Background: an optimization exercise with open tools, aiming at small area, a short achievable clock period and few clock cycles. Do not read the settings as production practice. Power is estimated from default activity; no workload was simulated.

Setup of job 101:
==> flow/design.v <==
module phase_synthesizer #(
  parameter int ADDR_WIDTH  = 11,
  parameter int PHASE_WIDTH = 24,
  parameter int MAG_WIDTH   = 16,
  parameter int RATIO_WIDTH = 16,
  parameter int RATIO_FRAC  = 12
) (
  input  logic                   clock,
  input  logic                   reset,
  input  logic [PHASE_WIDTH-1:0] phase,
  input  logic [PHASE_WIDTH-1:0] phase_last,
  input  logic                   phases_valid,
  input  logic [ADDR_WIDTH-1:0]  k_max,
  input  logic [MAG_WIDTH-1:0]   magnitude,
  input  logic [RATIO_WIDTH-1:0] pitch_ratio,
  output logic [47:0]            m_tdata,
  output logic                   m_tvalid,
  input  logic                   m_tready,
  output logic                   m_tlast,
  output logic [15:0]            m_tuser,
  output logic                   busy,
  output logic [7:0]             dropped_count
);
  logic [23:0] ph_q, pl_q;       
  logic [10:0] k_q;              
  logic [15:0] r_q, mag_q;
  logic [23:0] s_acc_q;          
  logic [14:0] ms_q;             
  logic [15:0] mc_q;             
  logic        bw_q, ac_q;       
  logic [5:0]  cyc_q;
  logic        nphase_q, negd_q, accv_q, x_q;
  logic        busy_q, tvalid_q, tlast_q, hit_q, phit_q;
  logic [10:0] tu_q;
  logic [7:0]  drop_q;
  logic c_lt11, c_le22, c_eq23, c_eq24, c_ge24, c_lt60, c_op, c_eq59, c_rdy, c_ge26;
  assign c_lt11 = cyc_q < 6'd11;
  assign c_le22 = cyc_q <= 6'd22;
  assign c_eq23 = cyc_q == 6'd23;
  assign c_eq24 = cyc_q == 6'd24;
  assign c_ge24 = cyc_q >= 6'd24;
  assign c_lt60 = cyc_q < 6'd60;
  assign c_op   = (cyc_q >= 6'd36) && c_lt60;
  assign c_eq59 = cyc_q == 6'd59;
  assign c_rdy  = cyc_q == 6'd60;
  assign c_ge26 = cyc_q >= 6'd26;
  logic dsum, dbor;
  assign dsum = ph_q[0] ^ ~pl_q[0] ^ bw_q;
  assign dbor = (ph_q[0] & ~pl_q[0]) | (ph_q[0] & bw_q) | (~pl_q[0] & bw_q);
  logic        x;
  logic [15:0] sin, cin, fsum, fcar;
  logic        vnz;
  logic x_d;
  assign x = x_q;
  assign x_d = busy_q ? (((cyc_q < 6'd10) & k_q[1]) | (~nphase_q & (cyc_q >= 6'd23) & (cyc_q < 6'd59) & ph_q[1]))
                      : (phases_valid & k_max[0]);
  always_comb begin
    for (int j = 0; j < 16; j++) begin
      sin[j] = (j < 15) ? ms_q[j] : 1'b0;
      cin[j] = mc_q[j];
      if (j < 3 && c_eq24) begin
        sin[j] = 1'b0;
        cin[j] = 1'b0;
      end
      {fcar[j], fsum[j]} = {1'b0, sin[j]} + {1'b0, cin[j]} + {1'b0, r_q[j] & x};
    end
  end
  assign vnz = |{ms_q[2:0], mc_q[2:0]};
  logic p;
  assign p = fsum[0];
  logic aa, ab, asum, acar;
  assign aa   = accv_q & (s_acc_q[0] ^ negd_q);
  assign ab   = p & ~nphase_q;
  assign asum = aa ^ ab ^ ac_q;
  assign acar = (aa & ab) | (aa & ac_q) | (ab & ac_q);
  logic [10:0] tn;
  logic        main_n, mirr_n, hitn, phitn, fin, adv, load, negstart, updend;
  assign tn      = tu_q + 11'd1;
  assign main_n  = ~tn[10] & (tn[9:0] == k_q[9:0]);
  assign mirr_n  = tu_q[10] & (tu_q[9:0] == ~k_q[9:0]);
  assign hitn    = main_n | mirr_n;
  assign phitn   = hitn & ~tlast_q;
  assign fin     = tvalid_q & m_tready & tlast_q;
  assign adv     = tvalid_q ? (m_tready & ~tlast_q) : (busy_q & (~tlast_q | c_ge26));
  assign load    = adv & ~(phitn & ~c_rdy);
  assign negstart = tvalid_q & m_tready & phit_q & ~tu_q[10];
  assign updend  = c_op & c_eq59 & ~nphase_q;
  always_ff @(posedge clock) begin
    if (!busy_q) begin
      ph_q    <= phase;
      pl_q    <= phase_last;
      k_q     <= k_max;
      r_q     <= pitch_ratio;
      mag_q   <= magnitude;
      bw_q    <= 1'b1;
      cyc_q   <= '0;
      nphase_q <= 1'b0;
      tu_q    <= '1;
      tlast_q <= 1'b1;
    end else begin
      ph_q <= {c_ge24 ? ph_q[23] : dsum, ph_q[23:1]};
      pl_q <= {1'b0, pl_q[23:1]};
      bw_q <= dbor;
      if (c_le22) k_q <= {p, k_q[10:1]};
      else begin
        k_q[9:0] <= k_q[9:0] | {10{k_q[10]}};
        k_q[10]  <= k_q[10] | (c_eq23 & p) | (c_eq24 & vnz);
      end
      if (negstart) cyc_q <= 6'd35;
      else if (!c_rdy) cyc_q <= cyc_q + 6'd1;
      if (negstart) nphase_q <= 1'b1;
      if (load) begin
        tu_q    <= tn;
        tlast_q <= &tn;
      end
    end
    if (load) begin
      hit_q  <= hitn;
      phit_q <= phitn;
    end
    if (c_op) s_acc_q <= {asum, s_acc_q[23:1]};
    ac_q <= c_op ? acar : negd_q;
  end
  always_ff @(posedge clock or posedge reset) begin
    if (reset) begin
      ms_q <= '0;
      mc_q <= '0;
    end else begin
      ms_q <= fsum[15:1];
      mc_q <= fcar;
    end
  end
  always_ff @(posedge clock or posedge reset) begin
    if (reset) begin
      busy_q   <= 1'b0;
      x_q      <= 1'b0;
      tvalid_q <= 1'b0;
      drop_q   <= '0;
      accv_q   <= 1'b0;
      negd_q   <= 1'b0;
    end else begin
      if (phases_valid && busy_q && (drop_q != 8'hFF)) drop_q <= drop_q + 8'd1;
      x_q <= x_d;
      if (!busy_q) busy_q <= phases_valid;
      else if (fin) busy_q <= 1'b0;
      if (fin) tvalid_q <= 1'b0;
      else if (adv) tvalid_q <= load;
      if (updend) accv_q <= 1'b1;
      if (negstart) negd_q <= 1'b1;
      else if (updend) negd_q <= 1'b0;
    end
  end
  assign m_tdata       = {8'h00, mag_q & {16{hit_q}}, s_acc_q & {24{phit_q}}};
  assign m_tvalid      = tvalid_q;
  assign m_tlast       = tlast_q;
  assign m_tuser       = {5'h00, tu_q};
  assign busy          = busy_q;
  assign dropped_count = drop_q;
endmodule
==> flow/config.mk <==
export PLATFORM = sky130hd
export DESIGN_NAME = phase_synthesizer
export DESIGN_NICKNAME = phase_synthesizer
export VERILOG_FILES = /design/flow/design.v
export SDC_FILE = /design/flow/constraint.sdc
export NUM_CORES = 4
export LEC_CHECK = 0
export CAP_MARGIN = 20
export CORE_MARGIN = 2
export CORE_UTILIZATION = 65
export CTS_BUF_LIST = sky130_fd_sc_hd__clkbuf_8
export SETUP_SLACK_MARGIN = 4.6
export SLEW_MARGIN = 20
==> flow/constraint.sdc <==
create_clock -name core_clock -period 7.0 [get_ports {clock}]
set_input_delay 1.4000 -clock core_clock [delete_from_list [all_inputs] [get_ports {clock}]]
set_output_delay 1.4000 -clock core_clock [all_outputs]
set_load 0.01 [all_outputs]
standard.sh (not shown) runs the stock make flow with config.mk's settings and CLKGATE_MAP_FILE= SYNTH_SCRIPT=/design/flow/synth_recipe.tcl, a recipe that flattens the netlist after the stock synthesis.
==> flow/flow/run.sh <==
#!/bin/bash
set -euo pipefail
export BUFFER_PORTS_ARGS="-buffer_cell sky130_fd_sc_hd__buf_1"
bash standard.sh finish > standard_make.log 2>&1
The following lists how job 102 was set up differently from job 101:
-- flow/design.v --
<<< job 101, line 32
  logic        nphase_q, negd_q, accv_q, x_q;
  logic        busy_q, tvalid_q, tlast_q, hit_q, phit_q;
  logic [10:0] tu_q;
  logic [7:0]  drop_q;
>>> job 102, line 32
  logic        nphase_q, negd_q, accv_q, x_q;
  logic        busy_q, tvalid_q, tlast_q, hit_q, phit_q;
  logic        hit2_q, phit2_q, phit3_q;
  logic [10:0] tu_q;
  logic [7:0]  drop_q;
<<< job 101, line 124
  always_ff @(posedge clock or posedge reset) begin
    if (reset) begin
      ms_q <= '0;
      mc_q <= '0;
>>> job 102, line 125
  always_ff @(posedge clock or posedge reset) begin
    if (reset) begin
      hit2_q  <= 1'b0;
      phit2_q <= 1'b0;
    end else if (load) begin
      hit2_q  <= hitn;
      phit2_q <= phitn;
    end
  end
  always_ff @(posedge clock) begin
    if (!busy_q) phit3_q <= 1'b0;
    else if (load) phit3_q <= phitn;
  end
  always_ff @(posedge clock or posedge reset) begin
    if (reset) begin
      ms_q <= '0;
      mc_q <= '0;
<<< job 101, line 151
    end
  end
  assign m_tdata       = {8'h00, mag_q & {16{hit_q}}, s_acc_q & {24{phit_q}}};
  assign m_tvalid      = tvalid_q;
  assign m_tlast       = tlast_q;
>>> job 102, line 165
    end
  end
  assign m_tdata       = {8'h00, mag_q[15:8] & {8{hit2_q}}, mag_q[7:0] & {8{hit_q}},
                          s_acc_q[23:16] & {8{phit3_q}}, s_acc_q[15:8] & {8{phit2_q}}, s_acc_q[7:0] & {8{phit_q}}};
  assign m_tvalid      = tvalid_q;
  assign m_tlast       = tlast_q;
Findings:
The number of DRC violations after detailed-routing iteration 0 in job 102 sits 172 above the value recorded for job 101. Looking only at post-route fraction of the period consumed by the critical path, and setting everything else aside, the lower value of job 101 and job 102 goes to job 102. Against job 101, job 102 reports a leakage dissipation that is higher. Taking job 101 over job 102, the count of vias placed by the detailed router ratio works out to 0.947. [compare] base=job 101 new=job 102: multi-input gate share of total cell area +0.85 points, count of pins over their slew limit ~0 delta, met1 track utilization from global routing -0.67 points, final worst setup slack +47 ps. Job 101 has a lower first-pass iteration count of the detailed router than job 102. Job 102 vs job 101: number of sinks driven by the clock tree up slightly. The design area number comes out higher for job 102 vs job 101. Overall die width was higher in job 102 than in job 101.
No run of this note included a check of the RTL's function; only the layout flow was run.

static timing again, ports no longer ideal:
In the flow no input, the clock included, has a driving cell. The finished layouts below were timed again as built, in two steps.
Step 1 assumes that a clkbuf_16 drives the clock port and a buf_2 every other input.
Step 2 also shifts input and output timing later by t, the mid clock arrival at the registers, as if the neighbouring blocks saw the same clock.
a / b / c = ideal / step 1 / step 2; a / b = the first two.
| run | t, ns | setup slack, ns | hold slack, ns | worst setup path after step 2 | latest minus earliest clock arrival (ns) |
|---|---|---|---|---|---|
| job 101 | 0.479 | 4.271 / 4.237 / 4.158 | 0.439 / 0.439 / 0.439 | input to register | 0.017 / 0.017 |
| job 102 | 0.491 | 4.318 / 4.283 / 4.158 | 0.448 / 0.448 / 0.448 | input to register | 0.019 / 0.019 |
After both steps setup and hold are still met in every run listed. The setup slack of job 102, which loses most, moves by -0.035 ns with the drivers and by -0.160 ns with both steps.
